This design comes from an exercise in tuning for small area, a short achievable clock period and few clock cycles per item on the open sky130 flow, not from production work.
Only simulation tests tie the RTL to the original design; equivalence was not proved.
The clock port is modelled as an ideal driver; clocking choices that lean on that would not hold on a real chip.

[design/flow/config.mk]
export PLATFORM = sky130hd
export DESIGN_NAME = pipelined_floating_point_multiplier
export DESIGN_NICKNAME = pipelined_floating_point_multiplier
export VERILOG_FILES = /design/flow/design.v
export SDC_FILE = /design/flow/constraint.sdc
export NUM_CORES = 4
export LEC_CHECK = 0
export CAP_MARGIN = 20
export CORE_MARGIN = 2
export CORE_UTILIZATION = 40
export SETUP_SLACK_MARGIN = 4.95
export SLEW_MARGIN = 20
export SYNTH_HIERARCHICAL = 1
[design/flow/constraint.sdc]
create_clock -name core_clock -period 9.0 [get_ports {clk}]
set_input_delay 1.8000 -clock core_clock [delete_from_list [all_inputs] [get_ports {clk}]]
set_output_delay 1.8000 -clock core_clock [all_outputs]
set_load 0.01 [all_outputs]
[design/flow/design.v]
module pipelined_floating_point_multiplier #(
  parameter int unsigned EXPONENT_WIDTH   = 8,
  parameter int unsigned MANTISSA_WIDTH   = 23,
  parameter int unsigned ROUND_TO_NEAREST = 1
) (
  input  logic        clk,
  input  logic        rst,
  input  logic        in_valid,
  output logic        in_ready,
  input  logic [31:0] a,
  input  logic [31:0] b,
  output logic        out_valid,
  input  logic        out_ready,
  output logic [31:0] out,
  output logic        underflow_flag,
  output logic        overflow_flag,
  output logic        invalid_operation_flag
);
  logic en;
  logic r2_v;
  fpm_rdy u_rdy_port (.v(r2_v), .ordy(out_ready), .rdy(in_ready));
  fpm_rdy u_rdy_en   (.v(r2_v), .ordy(out_ready), .rdy(en));
  logic        a_s, b_s;
  logic [7:0]  a_e, b_e;
  logic [22:0] a_m, b_m;
  assign {a_s, a_e, a_m} = a;
  assign {b_s, b_e, b_m} = b;
  logic a_e1, b_e1, a_ez, b_ez;
  assign a_e1 = &a_e;
  assign b_e1 = &b_e;
  assign a_ez = ~|a_e;
  assign b_ez = ~|b_e;
  logic [25:0] yy;
  logic [11:0] c_bone, c_btwo, c_bneg;
  assign yy = {1'b1, b_m, 1'b0};
  always_comb begin
    for (int k = 0; k < 12; k++) begin
      c_bone[k] = yy[2*k+1] ^ yy[2*k];
      c_btwo[k] = (yy[2*k+2] & ~yy[2*k+1] & ~yy[2*k]) | (~yy[2*k+2] & yy[2*k+1] & yy[2*k]);
      c_bneg[k] = yy[2*k+2];
    end
  end
  logic        r0_v;
  logic        r0_s;
  logic        r0_a_e1, r0_a_ez, r0_b_e1, r0_b_ez;
  logic [8:0]  r0_es;
  logic [22:0] r0_ma;
  logic [11:0] r0_bone, r0_btwo, r0_bneg;
  always_ff @(posedge clk or posedge rst) begin
    if (rst)     r0_v <= 1'b0;
    else if (en) r0_v <= in_valid;
  end
  always_ff @(posedge clk) begin
    if (en) begin
      r0_s    <= a_s ^ b_s;
      r0_a_e1 <= a_e1;
      r0_a_ez <= a_ez;
      r0_b_e1 <= b_e1;
      r0_b_ez <= b_ez;
      r0_es   <= {1'b0, a_e} + {1'b0, b_e};
      r0_ma   <= a_m;
      r0_bone <= c_bone;
      r0_btwo <= c_btwo;
      r0_bneg <= c_bneg;
    end
  end
  logic [47:15] ps, pc;
  logic         pcin;
  fpm_sigmul u_mul (.x(r0_ma), .bone(r0_bone), .btwo(r0_btwo), .bneg(r0_bneg),
                    .s(ps), .c(pc), .cin(pcin));
  logic [22:0] ym;
  always_comb begin
    for (int k = 0; k < 12; k++) begin
      if (2*k+1 <= 22) ym[2*k+1] = r0_bneg[k];
      ym[2*k] = r0_bone[k] ^ ((k == 0) ? 1'b0 : r0_bneg[(k == 0) ? 0 : k-1]);
    end
  end
  logic [23:0] za, zb;
  logic        z22, z23;
  always_comb begin
    for (int i = 0; i < 24; i++) begin
      za[i] = ~|({1'b0, r0_ma} & ((24'd1 << i) - 24'd1));
      zb[i] = ~|({1'b0, ym} & ((24'd1 << i) - 24'd1));
    end
    z22 = 1'b0;
    z23 = 1'b0;
    for (int i = 0; i <= 22; i++) z22 = z22 | (za[i] & zb[22-i]);
    for (int i = 0; i <= 23; i++) z23 = z23 | (za[i] & zb[23-i]);
  end
  logic a_nan, b_nan, a_inf, b_inf;
  logic c_nan, c_inf, c_zero, c_inv;
  logic a_mz, b_mz;
  always_comb begin
    a_mz   = ~|r0_ma;
    b_mz   = ~|ym;
    a_nan  = r0_a_e1 && !a_mz;
    b_nan  = r0_b_e1 && !b_mz;
    a_inf  = r0_a_e1 && a_mz;
    b_inf  = r0_b_e1 && b_mz;
    c_nan  = 1'b0;
    c_inf  = 1'b0;
    c_zero = 1'b0;
    c_inv  = 1'b0;
    if (a_nan || b_nan) begin
      c_nan = 1'b1;
      c_inv = (a_nan && !r0_ma[22]) || (b_nan && !ym[22]);
    end else if ((a_inf && r0_b_ez) || (r0_a_ez && b_inf)) begin
      c_nan = 1'b1;
      c_inv = 1'b1;
    end else if (a_inf || b_inf) begin
      c_inf = 1'b1;
    end else if (r0_a_ez || r0_b_ez) begin
      c_zero = 1'b1;
    end
  end
  logic        r1_s, r1_nan, r1_inf, r1_zero, r1_inv;
  logic [8:0]  r1_es;
  logic [47:15] r1_ps, r1_pc;
  logic         r1_cin;
  logic        r1_st0, r1_st1;
  logic        r1_v;
  always_ff @(posedge clk or posedge rst) begin
    if (rst)     r1_v <= 1'b0;
    else if (en) r1_v <= r0_v;
  end
  always_ff @(posedge clk) begin
    if (en) begin
      r1_s    <= r0_s;
      r1_nan  <= c_nan;
      r1_inf  <= c_inf;
      r1_zero <= c_zero;
      r1_inv  <= c_inv;
      r1_es   <= r0_es;
      r1_ps   <= ps;
      r1_pc   <= pc;
      r1_cin  <= pcin;
      r1_st0  <= !z22;              
      r1_st1  <= !z23;              
    end
  end
  logic [47:15] r1_p;
  assign r1_p = r1_ps + r1_pc + 33'(r1_cin);
  logic        hi;
  logic [22:0] man_h, man_l;
  logic        rnd_h, rnd_l;
  logic [23:0] mr_h, mr_l;
  logic [22:0] man_r;
  logic        cy;
  logic        uf, of;
  logic [7:0]  e_p1, e_p2, e_out;
  logic [7:0]  e_0;
  logic        uf0, uf1, of0, of1, m0, m1;
  always_comb begin
    e_0 = r1_es[7:0] + 8'd129;       
    uf0 = r1_es < 9'd128;            
    uf1 = r1_es < 9'd127;            
    of0 = r1_es >= 9'd382;           
    of1 = r1_es >= 9'd381;           
    m0  = r1_es == 9'd381;           
    m1  = r1_es == 9'd380;           
  end
  always_comb begin
    hi    = r1_p[47];
    man_h = r1_p[46:24];
    man_l = r1_p[45:23];
    rnd_h = r1_p[23] && (r1_st1 || man_h[0]);
    rnd_l = r1_p[22] && (r1_st0 || man_l[0]);
    mr_h  = {1'b0, man_h} + 24'(rnd_h);
    mr_l  = {1'b0, man_l} + 24'(rnd_l);
    man_r = hi ? mr_h[22:0] : mr_l[22:0];
    cy    = hi ? mr_h[23] : mr_l[23];
    uf    = hi ? uf1 : uf0;
    of    = hi ? (of1 || (m1 && mr_h[23])) : (of0 || (m0 && mr_l[23]));
    e_p1  = r1_es[7:0] + 8'd130;
    e_p2  = r1_es[7:0] + 8'd131;
    e_out = (hi && cy) ? e_p2 : (hi || cy) ? e_p1 : e_0;
  end
  logic [31:0] o_d;
  logic        uf_d, of_d, inv_d;
  always_comb begin
    o_d   = {r1_s, e_out, man_r};
    uf_d  = 1'b0;
    of_d  = 1'b0;
    inv_d = 1'b0;
    if (r1_nan) begin
      o_d   = 32'hFFC00000;
      inv_d = r1_inv;
    end else if (r1_inf) begin
      o_d = {r1_s, 8'hFF, 23'd0};
    end else if (r1_zero) begin
      o_d = {r1_s, 31'd0};
    end else if (uf) begin
      o_d  = {r1_s, 31'd0};
      uf_d = 1'b1;
    end else if (of) begin
      o_d  = {r1_s, 8'hFF, 23'd0};
      of_d = 1'b1;
    end
  end
  logic [31:0] r2_o;
  logic        r2_uf, r2_of, r2_inv;
  always_ff @(posedge clk or posedge rst) begin
    if (rst)     r2_v <= 1'b0;
    else if (en) r2_v <= r1_v;
  end
  always_ff @(posedge clk) begin
    if (en) begin
      r2_o   <= o_d;
      r2_uf  <= uf_d;
      r2_of  <= of_d;
      r2_inv <= inv_d;
    end
  end
  assign out                    = r2_o;
  assign underflow_flag         = r2_uf;
  assign overflow_flag          = r2_of;
  assign invalid_operation_flag = r2_inv;
  assign out_valid = r2_v;
endmodule
module fpm_rdy (
  input  logic v,
  input  logic ordy,
  output logic rdy
);
  assign rdy = !(v && !ordy);
endmodule
module fpm_sigmul (
  input  logic [22:0] x,
  input  logic [11:0] bone, btwo, bneg,
  output logic [47:15] s, c,
  output logic cin
);
  logic [23:0] xx;
  assign xx = {1'b1, x};
  logic [24:0] pp0;
  logic [24:0] pp1;
  logic [24:0] pp2;
  logic [24:0] pp3;
  logic [24:0] pp4;
  logic [24:0] pp5;
  logic [24:0] pp6;
  logic [24:0] pp7;
  logic [24:0] pp8;
  logic [24:0] pp9;
  logic [24:0] pp10;
  logic [24:0] pp11;
  always_comb begin
    pp0 = ({1'b0, xx} & {25{bone[0]}} | {xx, 1'b0} & {25{btwo[0]}}) ^ {25{bneg[0]}};
    pp1 = ({1'b0, xx} & {25{bone[1]}} | {xx, 1'b0} & {25{btwo[1]}}) ^ {25{bneg[1]}};
    pp2 = ({1'b0, xx} & {25{bone[2]}} | {xx, 1'b0} & {25{btwo[2]}}) ^ {25{bneg[2]}};
    pp3 = ({1'b0, xx} & {25{bone[3]}} | {xx, 1'b0} & {25{btwo[3]}}) ^ {25{bneg[3]}};
    pp4 = ({1'b0, xx} & {25{bone[4]}} | {xx, 1'b0} & {25{btwo[4]}}) ^ {25{bneg[4]}};
    pp5 = ({1'b0, xx} & {25{bone[5]}} | {xx, 1'b0} & {25{btwo[5]}}) ^ {25{bneg[5]}};
    pp6 = ({1'b0, xx} & {25{bone[6]}} | {xx, 1'b0} & {25{btwo[6]}}) ^ {25{bneg[6]}};
    pp7 = ({1'b0, xx} & {25{bone[7]}} | {xx, 1'b0} & {25{btwo[7]}}) ^ {25{bneg[7]}};
    pp8 = ({1'b0, xx} & {25{bone[8]}} | {xx, 1'b0} & {25{btwo[8]}}) ^ {25{bneg[8]}};
    pp9 = ({1'b0, xx} & {25{bone[9]}} | {xx, 1'b0} & {25{btwo[9]}}) ^ {25{bneg[9]}};
    pp10 = ({1'b0, xx} & {25{bone[10]}} | {xx, 1'b0} & {25{btwo[10]}}) ^ {25{bneg[10]}};
    pp11 = ({1'b0, xx} & {25{bone[11]}} | {xx, 1'b0} & {25{btwo[11]}}) ^ {25{bneg[11]}};
  end
  wire s1, c2;
  fpm_ha u_s1 (.a(bneg[8]), .b(pp0[16]), .s(s1), .c(c2));
  wire s3, c4;
  fpm_ha u_s3 (.a(pp0[17]), .b(pp1[15]), .s(s3), .c(c4));
  wire s5, c6;
  fpm_fa u_s5 (.a(bneg[9]), .b(pp0[18]), .ci(pp1[16]), .s(s5), .co(c6));
  wire s7, c8;
  fpm_ha u_s7 (.a(pp2[14]), .b(pp3[12]), .s(s7), .c(c8));
  wire s9, c10;
  fpm_fa u_s9 (.a(pp0[19]), .b(pp1[17]), .ci(pp2[15]), .s(s9), .co(c10));
  wire s11, c12;
  fpm_ha u_s11 (.a(pp3[13]), .b(pp4[11]), .s(s11), .c(c12));
  wire s13, c14;
  fpm_fa u_s13 (.a(bneg[10]), .b(pp0[20]), .ci(pp1[18]), .s(s13), .co(c14));
  wire s15, c16;
  fpm_fa u_s15 (.a(pp2[16]), .b(pp3[14]), .ci(pp4[12]), .s(s15), .co(c16));
  wire s17, c18;
  fpm_ha u_s17 (.a(pp5[10]), .b(pp6[8]), .s(s17), .c(c18));
  wire s19, c20;
  fpm_fa u_s19 (.a(pp0[21]), .b(pp1[19]), .ci(pp2[17]), .s(s19), .co(c20));
  wire s21, c22;
  fpm_fa u_s21 (.a(pp3[15]), .b(pp4[13]), .ci(pp5[11]), .s(s21), .co(c22));
  wire s23, c24;
  fpm_ha u_s23 (.a(pp6[9]), .b(pp7[7]), .s(s23), .c(c24));
  wire s25, c26;
  fpm_fa u_s25 (.a(bneg[11]), .b(pp0[22]), .ci(pp1[20]), .s(s25), .co(c26));
  wire s27, c28;
  fpm_fa u_s27 (.a(pp2[18]), .b(pp3[16]), .ci(pp4[14]), .s(s27), .co(c28));
  wire s29, c30;
  fpm_fa u_s29 (.a(pp5[12]), .b(pp6[10]), .ci(pp7[8]), .s(s29), .co(c30));
  wire s31, c32;
  fpm_ha u_s31 (.a(pp8[6]), .b(pp9[4]), .s(s31), .c(c32));
  wire s33, c34;
  fpm_fa u_s33 (.a(pp0[23]), .b(pp1[21]), .ci(pp2[19]), .s(s33), .co(c34));
  wire s35, c36;
  fpm_fa u_s35 (.a(pp3[17]), .b(pp4[15]), .ci(pp5[13]), .s(s35), .co(c36));
  wire s37, c38;
  fpm_fa u_s37 (.a(pp6[11]), .b(pp7[9]), .ci(pp8[7]), .s(s37), .co(c38));
  wire s39, c40;
  fpm_ha u_s39 (.a(pp9[5]), .b(pp10[3]), .s(s39), .c(c40));
  wire s41, c42;
  fpm_fa u_s41 (.a(x[0]), .b(pp0[24]), .ci(pp1[22]), .s(s41), .co(c42));
  wire s43, c44;
  fpm_fa u_s43 (.a(pp2[20]), .b(pp3[18]), .ci(pp4[16]), .s(s43), .co(c44));
  wire s45, c46;
  fpm_fa u_s45 (.a(pp5[14]), .b(pp6[12]), .ci(pp7[10]), .s(s45), .co(c46));
  wire s47, c48;
  fpm_fa u_s47 (.a(pp8[8]), .b(pp9[6]), .ci(pp10[4]), .s(s47), .co(c48));
  wire s49, c50;
  fpm_fa u_s49 (.a(x[1]), .b(bneg[0]), .ci(pp1[23]), .s(s49), .co(c50));
  wire s51, c52;
  fpm_fa u_s51 (.a(pp2[21]), .b(pp3[19]), .ci(pp4[17]), .s(s51), .co(c52));
  wire s53, c54;
  fpm_fa u_s53 (.a(pp5[15]), .b(pp6[13]), .ci(pp7[11]), .s(s53), .co(c54));
  wire s55, c56;
  fpm_fa u_s55 (.a(pp8[9]), .b(pp9[7]), .ci(pp10[5]), .s(s55), .co(c56));
  wire s57, c58;
  fpm_fa u_s57 (.a(x[2]), .b(bneg[0]), .ci(pp1[24]), .s(s57), .co(c58));
  wire s59, c60;
  fpm_fa u_s59 (.a(pp2[22]), .b(pp3[20]), .ci(pp4[18]), .s(s59), .co(c60));
  wire s61, c62;
  fpm_fa u_s61 (.a(pp5[16]), .b(pp6[14]), .ci(pp7[12]), .s(s61), .co(c62));
  wire s63, c64;
  fpm_fa u_s63 (.a(pp8[10]), .b(pp9[8]), .ci(pp10[6]), .s(s63), .co(c64));
  wire s65, c66;
  fpm_fa u_s65 (.a(x[3]), .b(~bneg[1]), .ci(~bneg[0]), .s(s65), .co(c66));
  wire s67, c68;
  fpm_fa u_s67 (.a(pp2[23]), .b(pp3[21]), .ci(pp4[19]), .s(s67), .co(c68));
  wire s69, c70;
  fpm_fa u_s69 (.a(pp5[17]), .b(pp6[15]), .ci(pp7[13]), .s(s69), .co(c70));
  wire s71, c72;
  fpm_fa u_s71 (.a(pp8[11]), .b(pp9[9]), .ci(pp10[7]), .s(s71), .co(c72));
  wire s73, c74;
  fpm_fa u_s73 (.a(x[4]), .b(1'b1), .ci(pp2[24]), .s(s73), .co(c74));
  wire s75, c76;
  fpm_fa u_s75 (.a(pp3[22]), .b(pp4[20]), .ci(pp5[18]), .s(s75), .co(c76));
  wire s77, c78;
  fpm_fa u_s77 (.a(pp6[16]), .b(pp7[14]), .ci(pp8[12]), .s(s77), .co(c78));
  wire s79, c80;
  fpm_ha u_s79 (.a(pp9[10]), .b(pp10[8]), .s(s79), .c(c80));
  wire s81, c82;
  fpm_fa u_s81 (.a(x[5]), .b(~bneg[2]), .ci(pp3[23]), .s(s81), .co(c82));
  wire s83, c84;
  fpm_fa u_s83 (.a(pp4[21]), .b(pp5[19]), .ci(pp6[17]), .s(s83), .co(c84));
  wire s85, c86;
  fpm_fa u_s85 (.a(pp7[15]), .b(pp8[13]), .ci(pp9[11]), .s(s85), .co(c86));
  wire s87, c88;
  fpm_fa u_s87 (.a(x[6]), .b(1'b1), .ci(pp3[24]), .s(s87), .co(c88));
  wire s89, c90;
  fpm_fa u_s89 (.a(pp4[22]), .b(pp5[20]), .ci(pp6[18]), .s(s89), .co(c90));
  wire s91, c92;
  fpm_ha u_s91 (.a(pp7[16]), .b(pp8[14]), .s(s91), .c(c92));
  wire s93, c94;
  fpm_fa u_s93 (.a(x[7]), .b(~bneg[3]), .ci(pp4[23]), .s(s93), .co(c94));
  wire s95, c96;
  fpm_fa u_s95 (.a(pp5[21]), .b(pp6[19]), .ci(pp7[17]), .s(s95), .co(c96));
  wire s97, c98;
  fpm_fa u_s97 (.a(x[8]), .b(1'b1), .ci(pp4[24]), .s(s97), .co(c98));
  wire s99, c100;
  fpm_ha u_s99 (.a(pp5[22]), .b(pp6[20]), .s(s99), .c(c100));
  wire s101, c102;
  fpm_fa u_s101 (.a(x[9]), .b(~bneg[4]), .ci(pp5[23]), .s(s101), .co(c102));
  wire s103, c104;
  fpm_ha u_s103 (.a(x[10]), .b(1'b1), .s(s103), .c(c104));
  wire s105, c106;
  fpm_ha u_s105 (.a(bneg[5]), .b(pp0[10]), .s(s105), .c(c106));
  wire s107, c108;
  fpm_ha u_s107 (.a(pp0[11]), .b(pp1[9]), .s(s107), .c(c108));
  wire s109, c110;
  fpm_fa u_s109 (.a(bneg[6]), .b(pp0[12]), .ci(pp1[10]), .s(s109), .co(c110));
  wire s111, c112;
  fpm_ha u_s111 (.a(pp2[8]), .b(pp3[6]), .s(s111), .c(c112));
  wire s113, c114;
  fpm_fa u_s113 (.a(pp0[13]), .b(pp1[11]), .ci(pp2[9]), .s(s113), .co(c114));
  wire s115, c116;
  fpm_ha u_s115 (.a(pp3[7]), .b(pp4[5]), .s(s115), .c(c116));
  wire s117, c118;
  fpm_fa u_s117 (.a(bneg[7]), .b(pp0[14]), .ci(pp1[12]), .s(s117), .co(c118));
  wire s119, c120;
  fpm_fa u_s119 (.a(pp2[10]), .b(pp3[8]), .ci(pp4[6]), .s(s119), .co(c120));
  wire s121, c122;
  fpm_ha u_s121 (.a(pp5[4]), .b(pp6[2]), .s(s121), .c(c122));
  wire s123, c124;
  fpm_fa u_s123 (.a(pp0[15]), .b(pp1[13]), .ci(pp2[11]), .s(s123), .co(c124));
  wire s125, c126;
  fpm_fa u_s125 (.a(pp3[9]), .b(pp4[7]), .ci(pp5[5]), .s(s125), .co(c126));
  wire s127, c128;
  fpm_ha u_s127 (.a(pp6[3]), .b(pp7[1]), .s(s127), .c(c128));
  wire s129, c130;
  fpm_fa u_s129 (.a(pp1[14]), .b(pp2[12]), .ci(pp3[10]), .s(s129), .co(c130));
  wire s131, c132;
  fpm_fa u_s131 (.a(pp4[8]), .b(pp5[6]), .ci(pp6[4]), .s(s131), .co(c132));
  wire s133, c134;
  fpm_fa u_s133 (.a(pp7[2]), .b(pp8[0]), .ci(s1), .s(s133), .co(c134));
  wire s135, c136;
  fpm_fa u_s135 (.a(pp2[13]), .b(pp3[11]), .ci(pp4[9]), .s(s135), .co(c136));
  wire s137, c138;
  fpm_fa u_s137 (.a(pp5[7]), .b(pp6[5]), .ci(pp7[3]), .s(s137), .co(c138));
  wire s139, c140;
  fpm_fa u_s139 (.a(pp8[1]), .b(c2), .ci(s3), .s(s139), .co(c140));
  wire s141, c142;
  fpm_fa u_s141 (.a(pp4[10]), .b(pp5[8]), .ci(pp6[6]), .s(s141), .co(c142));
  wire s143, c144;
  fpm_fa u_s143 (.a(pp7[4]), .b(pp8[2]), .ci(pp9[0]), .s(s143), .co(c144));
  wire s145, c146;
  fpm_fa u_s145 (.a(c4), .b(s7), .ci(s5), .s(s145), .co(c146));
  wire s147, c148;
  fpm_fa u_s147 (.a(pp5[9]), .b(pp6[7]), .ci(pp7[5]), .s(s147), .co(c148));
  wire s149, c150;
  fpm_fa u_s149 (.a(pp8[3]), .b(pp9[1]), .ci(c8), .s(s149), .co(c150));
  wire s151, c152;
  fpm_fa u_s151 (.a(s11), .b(c6), .ci(s9), .s(s151), .co(c152));
  wire s153, c154;
  fpm_fa u_s153 (.a(pp7[6]), .b(pp8[4]), .ci(pp9[2]), .s(s153), .co(c154));
  wire s155, c156;
  fpm_fa u_s155 (.a(pp10[0]), .b(c12), .ci(s17), .s(s155), .co(c156));
  wire s157, c158;
  fpm_fa u_s157 (.a(c10), .b(s13), .ci(s15), .s(s157), .co(c158));
  wire s159, c160;
  fpm_fa u_s159 (.a(pp8[5]), .b(pp9[3]), .ci(pp10[1]), .s(s159), .co(c160));
  wire s161, c162;
  fpm_fa u_s161 (.a(c18), .b(s23), .ci(c14), .s(s161), .co(c162));
  wire s163, c164;
  fpm_fa u_s163 (.a(c16), .b(s19), .ci(s21), .s(s163), .co(c164));
  wire s165, c166;
  fpm_fa u_s165 (.a(pp10[2]), .b(pp11[0]), .ci(c24), .s(s165), .co(c166));
  wire s167, c168;
  fpm_fa u_s167 (.a(s31), .b(c20), .ci(c22), .s(s167), .co(c168));
  wire s169, c170;
  fpm_fa u_s169 (.a(s25), .b(s27), .ci(s29), .s(s169), .co(c170));
  wire s171, c172;
  fpm_fa u_s171 (.a(pp11[1]), .b(c32), .ci(s39), .s(s171), .co(c172));
  wire s173, c174;
  fpm_fa u_s173 (.a(c26), .b(c28), .ci(c30), .s(s173), .co(c174));
  wire s175, c176;
  fpm_fa u_s175 (.a(s33), .b(s35), .ci(s37), .s(s175), .co(c176));
  wire s177, c178;
  fpm_fa u_s177 (.a(pp11[2]), .b(c40), .ci(c34), .s(s177), .co(c178));
  wire s179, c180;
  fpm_fa u_s179 (.a(c36), .b(c38), .ci(s41), .s(s179), .co(c180));
  wire s181, c182;
  fpm_fa u_s181 (.a(s43), .b(s45), .ci(s47), .s(s181), .co(c182));
  wire s183, c184;
  fpm_fa u_s183 (.a(pp11[3]), .b(s49), .ci(c42), .s(s183), .co(c184));
  wire s185, c186;
  fpm_fa u_s185 (.a(c44), .b(c46), .ci(c48), .s(s185), .co(c186));
  wire s187, c188;
  fpm_fa u_s187 (.a(s51), .b(s53), .ci(s55), .s(s187), .co(c188));
  wire s189, c190;
  fpm_fa u_s189 (.a(pp11[4]), .b(s57), .ci(c50), .s(s189), .co(c190));
  wire s191, c192;
  fpm_fa u_s191 (.a(c52), .b(c54), .ci(c56), .s(s191), .co(c192));
  wire s193, c194;
  fpm_fa u_s193 (.a(s59), .b(s61), .ci(s63), .s(s193), .co(c194));
  wire s195, c196;
  fpm_fa u_s195 (.a(pp11[5]), .b(s65), .ci(c58), .s(s195), .co(c196));
  wire s197, c198;
  fpm_fa u_s197 (.a(c60), .b(c62), .ci(c64), .s(s197), .co(c198));
  wire s199, c200;
  fpm_fa u_s199 (.a(s67), .b(s69), .ci(s71), .s(s199), .co(c200));
  wire s201, c202;
  fpm_fa u_s201 (.a(pp11[6]), .b(c66), .ci(s79), .s(s201), .co(c202));
  wire s203, c204;
  fpm_fa u_s203 (.a(s73), .b(c68), .ci(c70), .s(s203), .co(c204));
  wire s205, c206;
  fpm_fa u_s205 (.a(c72), .b(s75), .ci(s77), .s(s205), .co(c206));
  wire s207, c208;
  fpm_fa u_s207 (.a(pp10[9]), .b(pp11[7]), .ci(c80), .s(s207), .co(c208));
  wire s209, c210;
  fpm_fa u_s209 (.a(s81), .b(c74), .ci(c76), .s(s209), .co(c210));
  wire s211, c212;
  fpm_fa u_s211 (.a(c78), .b(s83), .ci(s85), .s(s211), .co(c212));
  wire s213, c214;
  fpm_fa u_s213 (.a(pp9[12]), .b(pp10[10]), .ci(pp11[8]), .s(s213), .co(c214));
  wire s215, c216;
  fpm_fa u_s215 (.a(s91), .b(s87), .ci(c82), .s(s215), .co(c216));
  wire s217, c218;
  fpm_fa u_s217 (.a(c84), .b(c86), .ci(s89), .s(s217), .co(c218));
  wire s219, c220;
  fpm_fa u_s219 (.a(pp8[15]), .b(pp9[13]), .ci(pp10[11]), .s(s219), .co(c220));
  wire s221, c222;
  fpm_fa u_s221 (.a(pp11[9]), .b(c92), .ci(s93), .s(s221), .co(c222));
  wire s223, c224;
  fpm_fa u_s223 (.a(c88), .b(c90), .ci(s95), .s(s223), .co(c224));
  wire s225, c226;
  fpm_fa u_s225 (.a(pp7[18]), .b(pp8[16]), .ci(pp9[14]), .s(s225), .co(c226));
  wire s227, c228;
  fpm_fa u_s227 (.a(pp10[12]), .b(pp11[10]), .ci(s99), .s(s227), .co(c228));
  wire s229, c230;
  fpm_fa u_s229 (.a(s97), .b(c94), .ci(c96), .s(s229), .co(c230));
  wire s231, c232;
  fpm_fa u_s231 (.a(pp6[21]), .b(pp7[19]), .ci(pp8[17]), .s(s231), .co(c232));
  wire s233, c234;
  fpm_fa u_s233 (.a(pp9[15]), .b(pp10[13]), .ci(pp11[11]), .s(s233), .co(c234));
  wire s235, c236;
  fpm_fa u_s235 (.a(c100), .b(s101), .ci(c98), .s(s235), .co(c236));
  wire s237, c238;
  fpm_fa u_s237 (.a(s103), .b(pp5[24]), .ci(pp6[22]), .s(s237), .co(c238));
  wire s239, c240;
  fpm_fa u_s239 (.a(pp7[20]), .b(pp8[18]), .ci(pp9[16]), .s(s239), .co(c240));
  wire s241, c242;
  fpm_fa u_s241 (.a(pp10[14]), .b(pp11[12]), .ci(c102), .s(s241), .co(c242));
  wire s243, c244;
  fpm_fa u_s243 (.a(x[11]), .b(c104), .ci(~bneg[5]), .s(s243), .co(c244));
  wire s245, c246;
  fpm_fa u_s245 (.a(pp6[23]), .b(pp7[21]), .ci(pp8[19]), .s(s245), .co(c246));
  wire s247, c248;
  fpm_fa u_s247 (.a(pp9[17]), .b(pp10[15]), .ci(pp11[13]), .s(s247), .co(c248));
  wire s249, c250;
  fpm_fa u_s249 (.a(x[12]), .b(1'b1), .ci(pp6[24]), .s(s249), .co(c250));
  wire s251, c252;
  fpm_fa u_s251 (.a(pp7[22]), .b(pp8[20]), .ci(pp9[18]), .s(s251), .co(c252));
  wire s253, c254;
  fpm_ha u_s253 (.a(pp10[16]), .b(pp11[14]), .s(s253), .c(c254));
  wire s255, c256;
  fpm_fa u_s255 (.a(x[13]), .b(~bneg[6]), .ci(pp7[23]), .s(s255), .co(c256));
  wire s257, c258;
  fpm_fa u_s257 (.a(pp8[21]), .b(pp9[19]), .ci(pp10[17]), .s(s257), .co(c258));
  wire s259, c260;
  fpm_fa u_s259 (.a(x[14]), .b(1'b1), .ci(pp7[24]), .s(s259), .co(c260));
  wire s261, c262;
  fpm_ha u_s261 (.a(pp8[22]), .b(pp9[20]), .s(s261), .c(c262));
  wire s263, c264;
  fpm_fa u_s263 (.a(x[15]), .b(~bneg[7]), .ci(pp8[23]), .s(s263), .co(c264));
  wire s265, c266;
  fpm_ha u_s265 (.a(x[16]), .b(1'b1), .s(s265), .c(c266));
  wire s267, c268;
  fpm_ha u_s267 (.a(bneg[3]), .b(pp0[6]), .s(s267), .c(c268));
  wire s269, c270;
  fpm_ha u_s269 (.a(pp0[7]), .b(pp1[5]), .s(s269), .c(c270));
  wire s271, c272;
  fpm_fa u_s271 (.a(bneg[4]), .b(pp0[8]), .ci(pp1[6]), .s(s271), .co(c272));
  wire s273, c274;
  fpm_ha u_s273 (.a(pp2[4]), .b(pp3[2]), .s(s273), .c(c274));
  wire s275, c276;
  fpm_fa u_s275 (.a(pp0[9]), .b(pp1[7]), .ci(pp2[5]), .s(s275), .co(c276));
  wire s277, c278;
  fpm_ha u_s277 (.a(pp3[3]), .b(pp4[1]), .s(s277), .c(c278));
  wire s279, c280;
  fpm_fa u_s279 (.a(pp1[8]), .b(pp2[6]), .ci(pp3[4]), .s(s279), .co(c280));
  wire s281, c282;
  fpm_fa u_s281 (.a(pp4[2]), .b(pp5[0]), .ci(s105), .s(s281), .co(c282));
  wire s283, c284;
  fpm_fa u_s283 (.a(pp2[7]), .b(pp3[5]), .ci(pp4[3]), .s(s283), .co(c284));
  wire s285, c286;
  fpm_fa u_s285 (.a(pp5[1]), .b(c106), .ci(s107), .s(s285), .co(c286));
  wire s287, c288;
  fpm_fa u_s287 (.a(pp4[4]), .b(pp5[2]), .ci(pp6[0]), .s(s287), .co(c288));
  wire s289, c290;
  fpm_fa u_s289 (.a(c108), .b(s111), .ci(s109), .s(s289), .co(c290));
  wire s291, c292;
  fpm_fa u_s291 (.a(pp5[3]), .b(pp6[1]), .ci(c112), .s(s291), .co(c292));
  wire s293, c294;
  fpm_fa u_s293 (.a(s115), .b(c110), .ci(s113), .s(s293), .co(c294));
  wire s295, c296;
  fpm_fa u_s295 (.a(pp7[0]), .b(c116), .ci(s121), .s(s295), .co(c296));
  wire s297, c298;
  fpm_fa u_s297 (.a(c114), .b(s117), .ci(s119), .s(s297), .co(c298));
  wire s299, c300;
  fpm_fa u_s299 (.a(c122), .b(s127), .ci(c118), .s(s299), .co(c300));
  wire s301, c302;
  fpm_fa u_s301 (.a(c120), .b(s123), .ci(s125), .s(s301), .co(c302));
  wire s303, c304;
  fpm_fa u_s303 (.a(c128), .b(c124), .ci(c126), .s(s303), .co(c304));
  wire s305, c306;
  fpm_fa u_s305 (.a(s129), .b(s131), .ci(s133), .s(s305), .co(c306));
  wire s307, c308;
  fpm_fa u_s307 (.a(c130), .b(c132), .ci(s135), .s(s307), .co(c308));
  wire s309, c310;
  fpm_fa u_s309 (.a(s137), .b(c134), .ci(s139), .s(s309), .co(c310));
  wire s311, c312;
  fpm_fa u_s311 (.a(c136), .b(c138), .ci(s141), .s(s311), .co(c312));
  wire s313, c314;
  fpm_fa u_s313 (.a(s143), .b(c140), .ci(s145), .s(s313), .co(c314));
  wire s315, c316;
  fpm_fa u_s315 (.a(c142), .b(c144), .ci(s147), .s(s315), .co(c316));
  wire s317, c318;
  fpm_fa u_s317 (.a(s149), .b(c146), .ci(s151), .s(s317), .co(c318));
  wire s319, c320;
  fpm_fa u_s319 (.a(c148), .b(s153), .ci(c150), .s(s319), .co(c320));
  wire s321, c322;
  fpm_fa u_s321 (.a(s155), .b(c152), .ci(s157), .s(s321), .co(c322));
  wire s323, c324;
  fpm_fa u_s323 (.a(c154), .b(s159), .ci(c156), .s(s323), .co(c324));
  wire s325, c326;
  fpm_fa u_s325 (.a(s161), .b(c158), .ci(s163), .s(s325), .co(c326));
  wire s327, c328;
  fpm_fa u_s327 (.a(c160), .b(s165), .ci(c162), .s(s327), .co(c328));
  wire s329, c330;
  fpm_fa u_s329 (.a(c164), .b(s167), .ci(s169), .s(s329), .co(c330));
  wire s331, c332;
  fpm_fa u_s331 (.a(c166), .b(s171), .ci(c168), .s(s331), .co(c332));
  wire s333, c334;
  fpm_fa u_s333 (.a(c170), .b(s173), .ci(s175), .s(s333), .co(c334));
  wire s335, c336;
  fpm_fa u_s335 (.a(c172), .b(s177), .ci(c174), .s(s335), .co(c336));
  wire s337, c338;
  fpm_fa u_s337 (.a(c176), .b(s179), .ci(s181), .s(s337), .co(c338));
  wire s339, c340;
  fpm_fa u_s339 (.a(c178), .b(s183), .ci(c180), .s(s339), .co(c340));
  wire s341, c342;
  fpm_fa u_s341 (.a(c182), .b(s185), .ci(s187), .s(s341), .co(c342));
  wire s343, c344;
  fpm_fa u_s343 (.a(c184), .b(c186), .ci(s189), .s(s343), .co(c344));
  wire s345, c346;
  fpm_fa u_s345 (.a(c188), .b(s191), .ci(s193), .s(s345), .co(c346));
  wire s347, c348;
  fpm_fa u_s347 (.a(s195), .b(c190), .ci(c192), .s(s347), .co(c348));
  wire s349, c350;
  fpm_fa u_s349 (.a(c194), .b(s197), .ci(s199), .s(s349), .co(c350));
  wire s351, c352;
  fpm_fa u_s351 (.a(s201), .b(c196), .ci(c198), .s(s351), .co(c352));
  wire s353, c354;
  fpm_fa u_s353 (.a(c200), .b(s203), .ci(s205), .s(s353), .co(c354));
  wire s355, c356;
  fpm_fa u_s355 (.a(s207), .b(c202), .ci(c204), .s(s355), .co(c356));
  wire s357, c358;
  fpm_fa u_s357 (.a(c206), .b(s209), .ci(s211), .s(s357), .co(c358));
  wire s359, c360;
  fpm_fa u_s359 (.a(s213), .b(c208), .ci(c210), .s(s359), .co(c360));
  wire s361, c362;
  fpm_fa u_s361 (.a(s215), .b(c212), .ci(s217), .s(s361), .co(c362));
  wire s363, c364;
  fpm_fa u_s363 (.a(c214), .b(s219), .ci(s221), .s(s363), .co(c364));
  wire s365, c366;
  fpm_fa u_s365 (.a(c216), .b(c218), .ci(s223), .s(s365), .co(c366));
  wire s367, c368;
  fpm_fa u_s367 (.a(c220), .b(s225), .ci(s227), .s(s367), .co(c368));
  wire s369, c370;
  fpm_fa u_s369 (.a(c222), .b(c224), .ci(s229), .s(s369), .co(c370));
  wire s371, c372;
  fpm_fa u_s371 (.a(c226), .b(s231), .ci(s233), .s(s371), .co(c372));
  wire s373, c374;
  fpm_fa u_s373 (.a(c228), .b(c230), .ci(s235), .s(s373), .co(c374));
  wire s375, c376;
  fpm_fa u_s375 (.a(c232), .b(c234), .ci(s237), .s(s375), .co(c376));
  wire s377, c378;
  fpm_fa u_s377 (.a(s239), .b(s241), .ci(c236), .s(s377), .co(c378));
  wire s379, c380;
  fpm_fa u_s379 (.a(s243), .b(c238), .ci(c240), .s(s379), .co(c380));
  wire s381, c382;
  fpm_fa u_s381 (.a(s245), .b(s247), .ci(c242), .s(s381), .co(c382));
  wire s383, c384;
  fpm_fa u_s383 (.a(c244), .b(s253), .ci(s249), .s(s383), .co(c384));
  wire s385, c386;
  fpm_fa u_s385 (.a(c246), .b(c248), .ci(s251), .s(s385), .co(c386));
  wire s387, c388;
  fpm_fa u_s387 (.a(pp11[15]), .b(c254), .ci(s255), .s(s387), .co(c388));
  wire s389, c390;
  fpm_fa u_s389 (.a(c250), .b(c252), .ci(s257), .s(s389), .co(c390));
  wire s391, c392;
  fpm_fa u_s391 (.a(pp10[18]), .b(pp11[16]), .ci(s261), .s(s391), .co(c392));
  wire s393, c394;
  fpm_fa u_s393 (.a(s259), .b(c256), .ci(c258), .s(s393), .co(c394));
  wire s395, c396;
  fpm_fa u_s395 (.a(pp9[21]), .b(pp10[19]), .ci(pp11[17]), .s(s395), .co(c396));
  wire s397, c398;
  fpm_fa u_s397 (.a(c262), .b(s263), .ci(c260), .s(s397), .co(c398));
  wire s399, c400;
  fpm_fa u_s399 (.a(s265), .b(pp8[24]), .ci(pp9[22]), .s(s399), .co(c400));
  wire s401, c402;
  fpm_fa u_s401 (.a(pp10[20]), .b(pp11[18]), .ci(c264), .s(s401), .co(c402));
  wire s403, c404;
  fpm_fa u_s403 (.a(x[17]), .b(c266), .ci(~bneg[8]), .s(s403), .co(c404));
  wire s405, c406;
  fpm_fa u_s405 (.a(pp9[23]), .b(pp10[21]), .ci(pp11[19]), .s(s405), .co(c406));
  wire s407, c408;
  fpm_fa u_s407 (.a(x[18]), .b(1'b1), .ci(pp9[24]), .s(s407), .co(c408));
  wire s409, c410;
  fpm_ha u_s409 (.a(pp10[22]), .b(pp11[20]), .s(s409), .c(c410));
  wire s411, c412;
  fpm_fa u_s411 (.a(x[19]), .b(~bneg[9]), .ci(pp10[23]), .s(s411), .co(c412));
  wire s413, c414;
  fpm_ha u_s413 (.a(x[20]), .b(1'b1), .s(s413), .c(c414));
  wire s415, c416;
  fpm_ha u_s415 (.a(bneg[2]), .b(pp0[4]), .s(s415), .c(c416));
  wire s417, c418;
  fpm_ha u_s417 (.a(pp0[5]), .b(pp1[3]), .s(s417), .c(c418));
  wire s419, c420;
  fpm_fa u_s419 (.a(pp1[4]), .b(pp2[2]), .ci(pp3[0]), .s(s419), .co(c420));
  wire s421, c422;
  fpm_fa u_s421 (.a(pp2[3]), .b(pp3[1]), .ci(c268), .s(s421), .co(c422));
  wire s423, c424;
  fpm_fa u_s423 (.a(pp4[0]), .b(c270), .ci(s273), .s(s423), .co(c424));
  wire s425, c426;
  fpm_fa u_s425 (.a(c274), .b(s277), .ci(c272), .s(s425), .co(c426));
  wire s427, c428;
  fpm_fa u_s427 (.a(c278), .b(c276), .ci(s279), .s(s427), .co(c428));
  wire s429, c430;
  fpm_fa u_s429 (.a(c280), .b(s283), .ci(c282), .s(s429), .co(c430));
  wire s431, c432;
  fpm_fa u_s431 (.a(c284), .b(s287), .ci(c286), .s(s431), .co(c432));
  wire s433, c434;
  fpm_fa u_s433 (.a(c288), .b(s291), .ci(c290), .s(s433), .co(c434));
  wire s435, c436;
  fpm_fa u_s435 (.a(c292), .b(s295), .ci(c294), .s(s435), .co(c436));
  wire s437, c438;
  fpm_fa u_s437 (.a(c296), .b(s299), .ci(c298), .s(s437), .co(c438));
  wire s439, c440;
  fpm_fa u_s439 (.a(c300), .b(c302), .ci(s303), .s(s439), .co(c440));
  wire s441, c442;
  fpm_fa u_s441 (.a(c304), .b(s307), .ci(c306), .s(s441), .co(c442));
  wire s443, c444;
  fpm_fa u_s443 (.a(c308), .b(s311), .ci(c310), .s(s443), .co(c444));
  wire s445, c446;
  fpm_fa u_s445 (.a(c312), .b(s315), .ci(c314), .s(s445), .co(c446));
  wire s447, c448;
  fpm_fa u_s447 (.a(c316), .b(s319), .ci(c318), .s(s447), .co(c448));
  wire s449, c450;
  fpm_fa u_s449 (.a(s323), .b(c320), .ci(c322), .s(s449), .co(c450));
  wire s451, c452;
  fpm_fa u_s451 (.a(c324), .b(s327), .ci(c326), .s(s451), .co(c452));
  wire s453, c454;
  fpm_fa u_s453 (.a(c328), .b(s331), .ci(c330), .s(s453), .co(c454));
  wire s455, c456;
  fpm_fa u_s455 (.a(c332), .b(s335), .ci(c334), .s(s455), .co(c456));
  wire s457, c458;
  fpm_fa u_s457 (.a(c336), .b(s339), .ci(c338), .s(s457), .co(c458));
  wire s459, c460;
  fpm_fa u_s459 (.a(c340), .b(s343), .ci(c342), .s(s459), .co(c460));
  wire s461, c462;
  fpm_fa u_s461 (.a(c344), .b(s347), .ci(c346), .s(s461), .co(c462));
  wire s463, c464;
  fpm_fa u_s463 (.a(c348), .b(s351), .ci(c350), .s(s463), .co(c464));
  wire s465, c466;
  fpm_fa u_s465 (.a(s355), .b(c352), .ci(c354), .s(s465), .co(c466));
  wire s467, c468;
  fpm_fa u_s467 (.a(s359), .b(c356), .ci(c358), .s(s467), .co(c468));
  wire s469, c470;
  fpm_fa u_s469 (.a(s363), .b(c360), .ci(c362), .s(s469), .co(c470));
  wire s471, c472;
  fpm_fa u_s471 (.a(s367), .b(c364), .ci(c366), .s(s471), .co(c472));
  wire s473, c474;
  fpm_fa u_s473 (.a(s371), .b(c368), .ci(c370), .s(s473), .co(c474));
  wire s475, c476;
  fpm_fa u_s475 (.a(c372), .b(s375), .ci(c374), .s(s475), .co(c476));
  wire s477, c478;
  fpm_fa u_s477 (.a(c376), .b(s379), .ci(s381), .s(s477), .co(c478));
  wire s479, c480;
  fpm_fa u_s479 (.a(s383), .b(c380), .ci(s385), .s(s479), .co(c480));
  wire s481, c482;
  fpm_fa u_s481 (.a(s387), .b(c384), .ci(c386), .s(s481), .co(c482));
  wire s483, c484;
  fpm_fa u_s483 (.a(s391), .b(c388), .ci(c390), .s(s483), .co(c484));
  wire s485, c486;
  fpm_fa u_s485 (.a(s395), .b(c392), .ci(c394), .s(s485), .co(c486));
  wire s487, c488;
  fpm_fa u_s487 (.a(c396), .b(s399), .ci(s401), .s(s487), .co(c488));
  wire s489, c490;
  fpm_fa u_s489 (.a(s403), .b(c400), .ci(s405), .s(s489), .co(c490));
  wire s491, c492;
  fpm_fa u_s491 (.a(c404), .b(s409), .ci(s407), .s(s491), .co(c492));
  wire s493, c494;
  fpm_fa u_s493 (.a(pp11[21]), .b(c410), .ci(s411), .s(s493), .co(c494));
  wire s495, c496;
  fpm_fa u_s495 (.a(s413), .b(pp10[24]), .ci(pp11[22]), .s(s495), .co(c496));
  wire s497, c498;
  fpm_fa u_s497 (.a(x[21]), .b(c414), .ci(~bneg[10]), .s(s497), .co(c498));
  wire s499, c500;
  fpm_ha u_s499 (.a(x[22]), .b(1'b1), .s(s499), .c(c500));
  wire s501, c502;
  fpm_ha u_s501 (.a(bneg[1]), .b(pp0[2]), .s(s501), .c(c502));
  wire s503, c504;
  fpm_ha u_s503 (.a(pp0[3]), .b(pp1[1]), .s(s503), .c(c504));
  wire s505, c506;
  fpm_fa u_s505 (.a(pp1[2]), .b(pp2[0]), .ci(s415), .s(s505), .co(c506));
  wire s507, c508;
  fpm_fa u_s507 (.a(pp2[1]), .b(c416), .ci(s417), .s(s507), .co(c508));
  wire s509, c510;
  fpm_fa u_s509 (.a(c418), .b(s267), .ci(s419), .s(s509), .co(c510));
  wire s511, c512;
  fpm_fa u_s511 (.a(s269), .b(c420), .ci(s421), .s(s511), .co(c512));
  wire s513, c514;
  fpm_fa u_s513 (.a(s271), .b(c422), .ci(s423), .s(s513), .co(c514));
  wire s515, c516;
  fpm_fa u_s515 (.a(s275), .b(c424), .ci(s425), .s(s515), .co(c516));
  wire s517, c518;
  fpm_fa u_s517 (.a(s281), .b(c426), .ci(s427), .s(s517), .co(c518));
  wire s519, c520;
  fpm_fa u_s519 (.a(s285), .b(c428), .ci(s429), .s(s519), .co(c520));
  wire s521, c522;
  fpm_fa u_s521 (.a(s289), .b(s431), .ci(c430), .s(s521), .co(c522));
  wire s523, c524;
  fpm_fa u_s523 (.a(s293), .b(c432), .ci(s433), .s(s523), .co(c524));
  wire s525, c526;
  fpm_fa u_s525 (.a(s297), .b(s435), .ci(c434), .s(s525), .co(c526));
  wire s527, c528;
  fpm_fa u_s527 (.a(s301), .b(s437), .ci(c436), .s(s527), .co(c528));
  wire s529, c530;
  fpm_fa u_s529 (.a(s305), .b(c438), .ci(s439), .s(s529), .co(c530));
  wire s531, c532;
  fpm_fa u_s531 (.a(s309), .b(c440), .ci(s441), .s(s531), .co(c532));
  wire s533, c534;
  fpm_fa u_s533 (.a(s313), .b(c442), .ci(s443), .s(s533), .co(c534));
  wire s535, c536;
  fpm_fa u_s535 (.a(s317), .b(c444), .ci(s445), .s(s535), .co(c536));
  wire s537, c538;
  fpm_fa u_s537 (.a(s321), .b(c446), .ci(s447), .s(s537), .co(c538));
  wire s539, c540;
  fpm_fa u_s539 (.a(s325), .b(c448), .ci(s449), .s(s539), .co(c540));
  wire s541, c542;
  fpm_fa u_s541 (.a(s329), .b(s451), .ci(c450), .s(s541), .co(c542));
  wire s543, c544;
  fpm_fa u_s543 (.a(s333), .b(s453), .ci(c452), .s(s543), .co(c544));
  wire s545, c546;
  fpm_fa u_s545 (.a(s337), .b(s455), .ci(c454), .s(s545), .co(c546));
  wire s547, c548;
  fpm_fa u_s547 (.a(s341), .b(c456), .ci(s457), .s(s547), .co(c548));
  wire s549, c550;
  fpm_fa u_s549 (.a(s345), .b(c458), .ci(s459), .s(s549), .co(c550));
  wire s551, c552;
  fpm_fa u_s551 (.a(s349), .b(c460), .ci(s461), .s(s551), .co(c552));
  wire s553, c554;
  fpm_fa u_s553 (.a(s353), .b(c462), .ci(s463), .s(s553), .co(c554));
  wire s555, c556;
  fpm_fa u_s555 (.a(s357), .b(s465), .ci(c464), .s(s555), .co(c556));
  wire s557, c558;
  fpm_fa u_s557 (.a(s361), .b(s467), .ci(c466), .s(s557), .co(c558));
  wire s559, c560;
  fpm_fa u_s559 (.a(s365), .b(s469), .ci(c468), .s(s559), .co(c560));
  wire s561, c562;
  fpm_fa u_s561 (.a(s369), .b(s471), .ci(c470), .s(s561), .co(c562));
  wire s563, c564;
  fpm_fa u_s563 (.a(s373), .b(s473), .ci(c472), .s(s563), .co(c564));
  wire s565, c566;
  fpm_fa u_s565 (.a(s377), .b(s475), .ci(c474), .s(s565), .co(c566));
  wire s567, c568;
  fpm_fa u_s567 (.a(c378), .b(s477), .ci(c476), .s(s567), .co(c568));
  wire s569, c570;
  fpm_fa u_s569 (.a(c382), .b(s479), .ci(c478), .s(s569), .co(c570));
  wire s571, c572;
  fpm_fa u_s571 (.a(s389), .b(s481), .ci(c480), .s(s571), .co(c572));
  wire s573, c574;
  fpm_fa u_s573 (.a(s393), .b(s483), .ci(c482), .s(s573), .co(c574));
  wire s575, c576;
  fpm_fa u_s575 (.a(s397), .b(s485), .ci(c484), .s(s575), .co(c576));
  wire s577, c578;
  fpm_fa u_s577 (.a(c398), .b(s487), .ci(c486), .s(s577), .co(c578));
  wire s579, c580;
  fpm_fa u_s579 (.a(c402), .b(s489), .ci(c488), .s(s579), .co(c580));
  wire s581, c582;
  fpm_fa u_s581 (.a(c406), .b(s491), .ci(c490), .s(s581), .co(c582));
  wire s583, c584;
  fpm_fa u_s583 (.a(c408), .b(s493), .ci(c492), .s(s583), .co(c584));
  wire s585, c586;
  fpm_fa u_s585 (.a(c412), .b(s495), .ci(c494), .s(s585), .co(c586));
  wire s587, c588;
  fpm_fa u_s587 (.a(pp11[23]), .b(s497), .ci(c496), .s(s587), .co(c588));
  wire s589, c590;
  fpm_fa u_s589 (.a(s499), .b(pp11[24]), .ci(c498), .s(s589), .co(c590));
  wire s591, c592;
  fpm_fa u_s591 (.a(1'b1), .b(c500), .ci(~bneg[11]), .s(s591), .co(c592));
  logic [47:0] r0, r1;
  logic [15:0] lsum;
  assign r0 = {c590, c588, c586, c584, c582, c580, c578, c576, c574, c572, c570, c568, c566, c564, c562, c560, c558, c556, c554, c552, c550, c548, c546, c544, c542, c540, c538, c536, c534, c532, c530, c528, c526, c524, c522, c520, c518, c516, c514, c512, c510, c508, c506, c504, c502, s501, pp0[1], bneg[0]};
  assign r1 = {s591, s589, s587, s585, s583, s581, s579, s577, s575, s573, s571, s569, s567, s565, s563, s561, s559, s557, s555, s553, s551, s549, s547, s545, s543, s541, s539, s537, s535, s533, s531, s529, s527, s525, s523, s521, s519, s517, s515, s513, s511, s509, s507, s505, s503, pp1[0], 1'b0, pp0[0]};
  assign lsum = {1'b0, r0[14:0]} + {1'b0, r1[14:0]};
  assign cin = lsum[15];
  assign s = r0[47:15];
  assign c = r1[47:15];
endmodule
module fpm_fa (
  input  logic a, b, ci,
  output logic s, co
);
  assign s  = a ^ b ^ ci;
  assign co = (a & b) | (a & ci) | (b & ci);
endmodule
module fpm_ha (
  input  logic a, b,
  output logic s, c
);
  assign s = a ^ b;
  assign c = a & b;
endmodule
[design/flow/flow/run.sh]
#!/bin/bash
# The standard layout with two changes: the port buffers are buf_1
# cells, and ABC maps the logic with flow/abc_map.script (one delay-driven
# mapping pass with area recovery) instead of ORFS's speed script. The rest
# of the standard flow's synthesis script (synth_recipe.tcl) runs unchanged. The make
# output goes to standard.log; ORFS keeps each step's log under orfs/logs.
set -euo pipefail
here=$(pwd)
export BUFFER_PORTS_ARGS="-buffer_cell sky130_fd_sc_hd__buf_1"
export FLOW_SYNTH_TCL="$here/synth_recipe.tcl"
export MY_ABC_SCRIPT="$here/flow/abc_map.script"
sed "s|SYNTH_SCRIPT=[^ ]*|SYNTH_SCRIPT=$here/flow/synth_wrap.tcl|" standard.sh > standard_abc.sh
bash standard_abc.sh > standard.log 2>&1
[design/flow/flow/abc_map.script]
&get -n
&st
&dch
&nf
&st
&dch
&nf
&put
buffer -c
topo
stime -c
upsize -c
dnsize -c
[design/flow/flow/synth_wrap.tcl]
# synth_recipe.tcl with one change: every abc call uses the script named by
# MY_ABC_SCRIPT in place of the one ORFS picks.
proc abc {args} {
  set i [lsearch -exact $args -script]
  if {$i >= 0 && [info exists ::env(MY_ABC_SCRIPT)]} {
    lset args [expr {$i + 1}] $::env(MY_ABC_SCRIPT)
    puts "synth_wrap: abc runs $::env(MY_ABC_SCRIPT)"
  }
  yosys abc {*}$args
}
source $::env(FLOW_SYNTH_TCL)
[design/flow/standard.sh]
#!/bin/bash
# synth_recipe.tcl (not shown) runs the flow's synth.tcl, then flattens the netlist and writes it again
# the make line also repeats each setting of config.mk as NAME=value (left out here)
make -C /OpenROAD-flow-scripts/flow DESIGN_CONFIG=/design/flow/config.mk WORK_HOME=/design/flow/orfs CLKGATE_MAP_FILE= SYNTH_SCRIPT=/design/flow/synth_recipe.tcl "${@:-finish}"
==> results of run 1 <==
cells by family (layout without fill, tap and decap cells):
kind of cell | count (synthesis) | count (layout)
compound gates | 487 | 487
xor+xnor | 397 | 397
fa+ha+maj | 360 | 360
simple gates | 322 | 325
buf+inv | 241 | 291
flops | 193 | 193
mux | 5 | 5
other cells | 2 | 14
per-module statistics from Yosys (local to each module, per instance):
module	area [sq um]	times used
fpm_sigmul	6140	1
fpm_rdy	6.26	2
fpm_fa	20.0	264
pipelined_floating_point_multiplier	10400	1
fpm_ha	12.5	32
worst max path at each step:
stage	cells past startpoint	startpoint	to
after floorplan	17	r1_ps[17]$_DFFE_PP_	r2_o[10]$_SDFFCE_PP0P_
after global placement	16	r1_ps[15]$_DFFE_PP_	r2_o[27]$_SDFFCE_PP1P_
after detailed placement	16	r1_ps[17]$_DFFE_PP_	r2_o[27]$_SDFFCE_PP1P_
after CTS	17	r1_ps[15]$_DFFE_PP_	r2_o[14]$_SDFFCE_PP0P_
after global routing	18	r1_pc[15]$_DFFE_PP_	r2_o[27]$_SDFFCE_PP1P_
final	18	r1_ps[15]$_DFFE_PP_	r2_o[9]$_SDFFCE_PP0P_
routing by layer:
layer	wire, um	share of wire	up-vias	GRT usage
li1	-	-	7216	-
met1	27600	0.41	8387	0.314
met2	29200	0.44	992	0.351
met3	7120	0.11	214	0.0640
met4	2710	0.041	0	0.104
met5	0	0	-	0
sequential cells by signal, indices dropped and copies added (netlist names), 9 cells and up:
| signal | count |
|---|---|
| r0_bneg | 11 |
| r0_bone | 12 |
| r0_btwo | 12 |
| r0_es | 9 |
| r0_ma | 23 |
| r1_es | 9 |
| r1_pc | 33 |
| r1_ps | 33 |
| r2_o | 32 |
area by class of cell:
type / count / area, sq um
diodes: 1 / 2.50
fillers: 4984 / 29700
inverters: 27 / 104
clock buffers: 17 / 425
multi-input cells: 1587 / 16000
clock inverters: 15 / 195
repair buffers: 232 / 1800
flip-flops and latches: 193 / 5780
well taps: 748 / 936
cell usage in the layout (no fill, tap or decap), drive strengths merged, types with 9 or more instances in the layout:
cell type / count
nand3: 16
nand2b: 14
nor3: 17
nand2: 107
inv: 35
clkbuf: 18
o21ai: 53
nand4: 18
a31oi: 12
a21oi: 67
a211oi: 26
edfxtp: 190
fa: 265
o21bai: 9
buf: 225
a21o: 11
or3: 10
xnor2: 339
conb: 13
nor2: 80
xor2: 58
ha: 95
nor4: 17
a22oi: 264
timing repair:
action,4_1_cts,5_1_grt
buffers inserted,39,22
resized for setup,109,81
hold buffers,0,0
endpoints found under the setup margin,52,41
endpoints found under the hold margin,0,0
cloned,9,1
pin swaps,42,36
worst max-delay path: cells and delay by family (launching register included):
| kind | cells | cell delay, ns |
|---|---|---|
| XOR/XNOR | 1 | 0.21 |
| buffers and inverters | 2 | 0.31 |
| flip-flops | 1 | 0.37 |
| AO/OA/AOI/OAI | 9 | 1.40 |
| AND/OR/NAND/NOR | 5 | 1.41 |
| adder cells (fa/ha/maj) | 1 | 0.29 |
through the flow:
| step | worst slack [ns] | utilization | hold WS, ns |
|---|---|---|---|
| after floorplan | 4.87 | - | 0.400 |
| after global placement | 4.19 | 0.417 | 0.403 |
| after global routing | 4.56 | 0.459 | 0.430 |
| after CTS | 4.72 | 0.448 | 0.426 |
| after detailed placement | 4.12 | 0.417 | 0.405 |
| final | 4.77 | 0.459 | 0.426 |
==> flow_summary_export.csv, run 1 <==
group,metric,value,unit
run_status,status,"finished clean",
floorplan,dieArea,0.0575,sq mm
clock_network,cts_tree,"yes",
synthesis,synthSimpleGateAreaFrac,0.0740,
route,vias_per_cell,5.96,
worst_setup_path,critPathRequiredTime,9.25,ns
route,post-route-drc-count,0,
clock_network,cts.sinks,193,
clock_network,h-tree-depth,4,
synthesis,syn_inst,2007,
synthesis,synth.mux.area_fraction,0.00248,
clock_network,clk_latency,0.51,ns
synthesis,synth_top_area_frac,0.257,
finish,drive_above_1_share,0.148,
synthesis,yosysWarnings,8,
sta,fin_skew,0.0252,ns
sta,rsz0062_at_grt,"yes",
job,timing.max_cap.violations,0,
clock_network,ctsRootBufferMaster,"clkbuf_16",
worst_setup_path,crit_chain,"ha_1 -> a21o_2 -> a21oi_2 -> o21ai_2 -> a31oi_4 -> o31ai_4 -> a41oi_2 -> buf_4 -> buf_6 -> xnor2_4 -> nand2_2 -> or4_4 -> nor4_4 -> and4_4 -> a31oi_4 -> a31oi_4 -> nand2b_4 -> a211oi_2",
sta,hold_viol_final,0,
synthesis,synth_fa_ha_area_frac,0.292,
global_routing,grt_start_max_net_pins,69,
route,drtAntennaViolNets,0,
worst_setup_path,worstSetupEndpointType,"flip-flop",
sta,slew_headroom,0.255,
synthesis,synth_area_leaders,"edfxtp_1 (26%), fa_1 (24%), xnor2_1 (13%)",
worst_setup_path,startpoint_type,"flip-flop",
placed_design,gp_congestion,0.886,
clock_network,cts_buffers,17,
sta,clock.fmax,0.236,GHz
clock_network,cts_buffer_depth,2,
route,drtPass1Iterations,6,
floorplan,rows,86,
worst_setup_path,r2r_start,"r1_ps[15]$_DFFE_PP_",
synthesis,synth_largest_area_cell,"edfxtp_1",
sta,worst_pin_slew,1.12,ns
worst_hold_path,hold_start,"r0_es[4]$_DFFE_PP_",
synthesis,synth_cell_types,82,
floorplan,die_h,240,um
sta,fin_crit_sh,0.470,
worst_setup_path,rr_worst_depth,18,
worst_hold_path,min_to,"r1_es[4]$_DFFE_PP_",
worst_setup_path,arrival,4.48,ns
global_routing,grt_pass1_vias,17400,
synthesis,synth_seq_area_share,0.260,
global_routing,antenna_found_initial,0,
synthesis,synthesis.area,0.0222,sq mm
sta,setup_viol,0,
placed_design,dpl_cell_area,0.0229,sq mm
finish,final_area,0.0253,sq mm
floorplan,start_util,0.404,
worst_setup_path,crit_top_cell,"a31oi_4",
synthesis,synth-seq-cells,193,
synthesis,syn_avg_cell_area,11.1,sq um
worst_hold_path,hold_class,"flip-flop to flip-flop",
floorplan,die_w,240,um
placed_design,dpl.cell_count,2715,
worst_setup_path,rr_endpoint,"r2_o[9]$_SDFFCE_PP0P_",
floorplan,coreArea,0.0550,sq mm
global_routing,grt_usage,0.233,
synthesis,synth_edf_count,190,
worst_setup_path,setup.worst_path.class,"flip-flop to flip-flop",
clock_network,clk_pin_slew,0.09,ns
global_routing,grt_pass1_wl,101,mm
global_routing,grt_overflow_total,0,
finish,syn2layout_area_growth,13.6,%
floorplan,io_pins,105,
placed_design,io_buffers,104,
worst_setup_path,r2r_slack,4.77,ns
finish,layout.nets,2486,
synthesis,async_reset_ff_frac,0.0155,
route,vias,16800,
sta,slew_viol_final,0,
worst_setup_path,crit_path_top_delay_cell,"or4_4",
synthesis,yosysMostFrequentCell,"xnor2_1",
synthesis,ys.flop_type,"edfxtp_1",
worst_setup_path,path_max_fanout,6,
placed_design,place_hpwl,40.1,mm
route,wirelength,66.6,mm
synthesis,synth_common_cells,"xnor2_1 (338), fa_1 (265), a22oi_1 (264), edfxtp_1 (190), buf_2 (113)",
route,wl_per_cell,23.6,um
worst_hold_path,hold_path_depth,0,
sta,setup_tns,0,ns
route,first_iter_violations,1982,
synthesis,synth_top_family_by_area,"adder cells",
synthesis,synth-compound-area-share,0.154,
finish,fin_cells,2820,
worst_setup_path,max_stage_delay,0.53,ns
sta,period_minus_slack,4.23,ns
synthesis,synthXorXnorAreaFrac,0.157,
Testbench counts, summed over its fixed seeds: cycles 12,024, items 12,000.
==> run 2, diff against run 1 <==
==> design/flow/flow/run.sh (replaced) <==
#!/bin/bash
# The standard layout with two changes: the port buffers are buf_1
# cells, and after CTS flow/post_cts.tcl downsizes cells that have slack to
# spare (area recovery). The make output goes to standard.log; ORFS keeps
# each step's log under orfs/logs.
set -euo pipefail
export BUFFER_PORTS_ARGS="-buffer_cell sky130_fd_sc_hd__buf_1"
export POST_CTS_TCL="$(pwd)/flow/post_cts.tcl"
bash standard.sh > standard.log 2>&1
==> design/flow/flow/post_cts.tcl (new file) <==
# Area recovery after CTS: downsize cells on paths that keep slack beyond the
# flow's setup margin, then legalise the placement again. The global-route
# step's timing repair runs after this as usual.
estimate_parasitics -placement
repair_timing -recover_power 100 -setup_margin $::env(SETUP_SLACK_MARGIN) -match_cell_footprint -verbose
detailed_placement
check_placement -verbose
removed: design/flow/flow/abc_map.script
removed: design/flow/flow/synth_wrap.tcl
==> run 2 against run 1 <==
  * Still clean
  * Sequential share of layout area is 0.10 points higher
  * First-iteration DRC count decreased by 12%
  * Largest cell class unchanged
==> flow_summary_export.csv, run 2 <==
group,metric,value,unit
synthesis,yosysWarnings,8,
worst_setup_path,crit_path_top_delay_cell,"fa_1",
placed_design,gp_congestion,0.927,
clock_network,clk_pin_slew,0.09,ns
finish,reg_top3,"r1_pc: 33 flops, r1_ps: 33 flops, r2_o: 32 flops",
synthesis,synth_largest_area_cell,"edfxtp_1",
sta,fin_crit_sh,0.440,
synthesis,synth-seq-cells,193,
route,wirelength,68.0,mm
finish,layout.nets,2558,
route,first_iter_violations,1746,
sta,hold_viol_final,0,
finish,fillers,5350,
sta,fin_skew,0.0234,ns
job,timing.max_cap.violations,0,
synthesis,synth_area_leaders,"edfxtp_1 (25%), fa_1 (23%), xnor2_1 (12%)",
finish,seq_area,0.00578,sq mm
worst_setup_path,critPathRequiredTime,9.23,ns
worst_hold_path,hold_class,"flip-flop to flip-flop",
placed_design,place_hpwl,43.9,mm
worst_setup_path,arrival,4.19,ns
finish,syn2layout_area_growth,8.82,%
finish,antennaDiodeCount,0,
sta,hold_slack,0.425,ns
sta,slew_viol_final,0,
finish,multi_input_area,0.0164,sq mm
route,drtAntennaViolNets,0,
synthesis,syn_inst,2115,
global_routing,grt_pass1_wl,106,mm
placed_design,io_buffers,104,
route,vias,17300,
sta,setup_viol,0,
worst_setup_path,crit_top_cell,"fa_1",
global_routing,grt_overflow_total,0,
worst_setup_path,worstSetupEndpointType,"flip-flop",
sta,clock.fmax,0.253,GHz
floorplan,coreArea,0.0574,sq mm
floorplan,rows,88,
global_routing,grt_usage,0.230,
worst_setup_path,path_max_fanout,28,
synthesis,synth_seq_area_share,0.250,
finish,drive_above_1_share,0.126,
route,vias_per_cell,5.94,
synthesis,async_reset_ff_frac,0.0155,
finish,final_common_cell,"xnor2_1",
floorplan,die_h,244,um
synthesis,synthesis.area,0.0231,sq mm
floorplan,die_w,244,um
floorplan,start_util,0.403,
global_routing,grt_pass1_vias,18100,
clock_network,cts.sinks,193,
sta,setup_tns,0,ns
finish,final_area,0.0252,sq mm
route,drtPass1Iterations,7,
synthesis,synth_common_cells,"xnor2_1 (325), a22oi_1 (267), fa_1 (265), edfxtp_1 (190), buf_2 (121)",
sta,worst_pin_slew,0.757,ns
worst_setup_path,max_stage_delay,0.55,ns
worst_setup_path,crit_chain,"buf_4 -> a21oi_1 -> xnor2_1 -> fa_1 -> fa_1 -> fa_1 -> fa_1 -> fa_1",
synthesis,ys.flop_type,"edfxtp_1",
worst_setup_path,setup.worst_path.class,"flip-flop to flip-flop",
finish,mostFrequentLayoutCells,"xnor2_1 (321), a22oi_1 (265), fa_1 (264)",
clock_network,cts_tree,"yes",
synthesis,synth_top_area_frac,0.247,
route,post-route-drc-count,0,
sta,slew_headroom,0.495,
route,wl_per_cell,23.4,um
clock_network,clk_latency,0.52,ns
synthesis,synth_cell_types,105,
global_routing,antenna_found_initial,2,
sta,rsz0062_at_grt,"yes",
synthesis,syn_avg_cell_area,10.9,sq um
run_status,status,"finished clean",
worst_setup_path,startpoint_type,"flip-flop",
synthesis,yosysMostFrequentCell,"xnor2_1",
floorplan,dieArea,0.0597,sq mm
sta,period_minus_slack,3.96,ns
floorplan,io_pins,105,
global_routing,grt_start_max_net_pins,134,
finish,fin_util,0.438,
placed_design,dpl_cell_area,0.0237,sq mm
synthesis,synth_edf_count,190,
## run 2: cell types whose count changed in the layout (fill, tap and decap cells not counted), sizes merged, moves of 8 or more
cell    before  now
a21oi       67   86
xnor2      339  328
o211ai       2   10
xor2        58   40
o21a         6   15
buf        225  201
nand3b       2   11
inv         35   49
and3         5   13
nand2      107   93
nor3        17   41
## run 2: area by class of cell
| type | instances | area share |
|---|---|---|
| clock buffers | 17 | 0.0169 |
| clock inverters | 15 | 0.00905 |
| inverters | 39 | 0.00582 |
| multi-input cells | 1677 | 0.650 |
| flip-flops and latches | 193 | 0.230 |
| well taps | 765 | 0.0381 |
| repair buffers | 202 | 0.0499 |
## run 2: metrics by stage
step / std cells / setup slack (ns)
after global placement: 2834 / 4.37
after floorplan: 2126 / 5.24
final: 2908 / 5.04
after detailed placement: 2834 / 4.32
after global routing: 2908 / 4.88
## run 2: Yosys stat by module (local to each module, per instance)
module,times used,area (sq um),cells inside
pipelined_floating_point_multiplier,1,11200,986
fpm_sigmul,1,6190,831
fpm_fa,264,20.0,1
fpm_ha,32,12.5,1
fpm_rdy,2,6.26,1
## run 2: worst max-delay path: cells and delay by family, from the launching register on
family | cells | cell delay (ns)
flops | 1 | 0.33
xor+xnor | 1 | 0.28
compound gates | 1 | 0.15
buf+inv | 1 | 0.38
fa+ha+maj | 5 | 2.52
## run 2: kinds of logic (layout without fill, tap and decap cells)
kind of cell    after synthesis  after routing  share of synthesized area
other cells                   2             13                   0.000325
mux                           7              7                    0.00336
simple gates                375            376                     0.0887
flops                       193            193                      0.250
compound gates              553            553                      0.173
fa+ha+maj                   360            360                      0.281
xor+xnor                    368            368                      0.141
buf+inv                     257            273                     0.0631
## run 2: worst paths after layout
| path | end | slack, ns | startpoint | cells after the start |
|---|---|---|---|---|
| max in group asynchronous | r1_v$_DFFE_PP0P_ | 7.76 | rst | 2 |
| max reg2reg | r1_pc[25]$_DFFE_PP_ | 5.04 | r0_ma[22]$_DFFE_PP_ | 8 |
| min reg2reg | r1_es[0]$_DFFE_PP_ | 0.43 | r0_es[0]$_DFFE_PP_ | 0 |
| max | r1_pc[25]$_DFFE_PP_ | 5.04 | r0_ma[22]$_DFFE_PP_ | 8 |
| min | r1_es[0]$_DFFE_PP_ | 0.43 | r0_es[0]$_DFFE_PP_ | 0 |
| min in group asynchronous | r0_v$_DFFE_PP0P_ | 1.11 | rst | 2 |
## run 2: per-layer routing
layer	GRT usage	routed length, um
met3	0.0652	6490
met5	0	0
met2	0.356	30600
met1	0.309	29000
met4	0.0803	1930

[afterwards: timing with drivers on the ports]
No port has a modelled driver above. Below, the same layouts with a new extraction and two added sets of constraints. Step 1 (the two cells are an assumption about what drives the block):
set clk [get_ports {clk}]
set_driving_cell -lib_cell sky130_fd_sc_hd__clkbuf_16 $clk
set_driving_cell -lib_cell sky130_fd_sc_hd__buf_2 [delete_from_list [all_inputs] $clk]
Step 2 adds t to the input delays and takes it off the output delays; t is the mean of the earliest and latest rising clock arrival at the registers after step 1. Input paths then give back, and output paths get back, about the clock's delay inside the block. Three values: no drivers, after step 1, after step 2; two values: the first two.
run	t (ns)	setup WS [ns]	hold slack, ns	worst setup path at the end	worst data-port slew with drivers (ns)
run 1	0.554	4.767 / 4.767 / 4.767	0.426 / 0.426 / 0.426	register to register	0.05
run 2	0.568	5.040 / 5.040 / 5.040	0.425 / 0.425 / 0.425	register to register	0.05
After both steps every run listed still meets setup and hold.
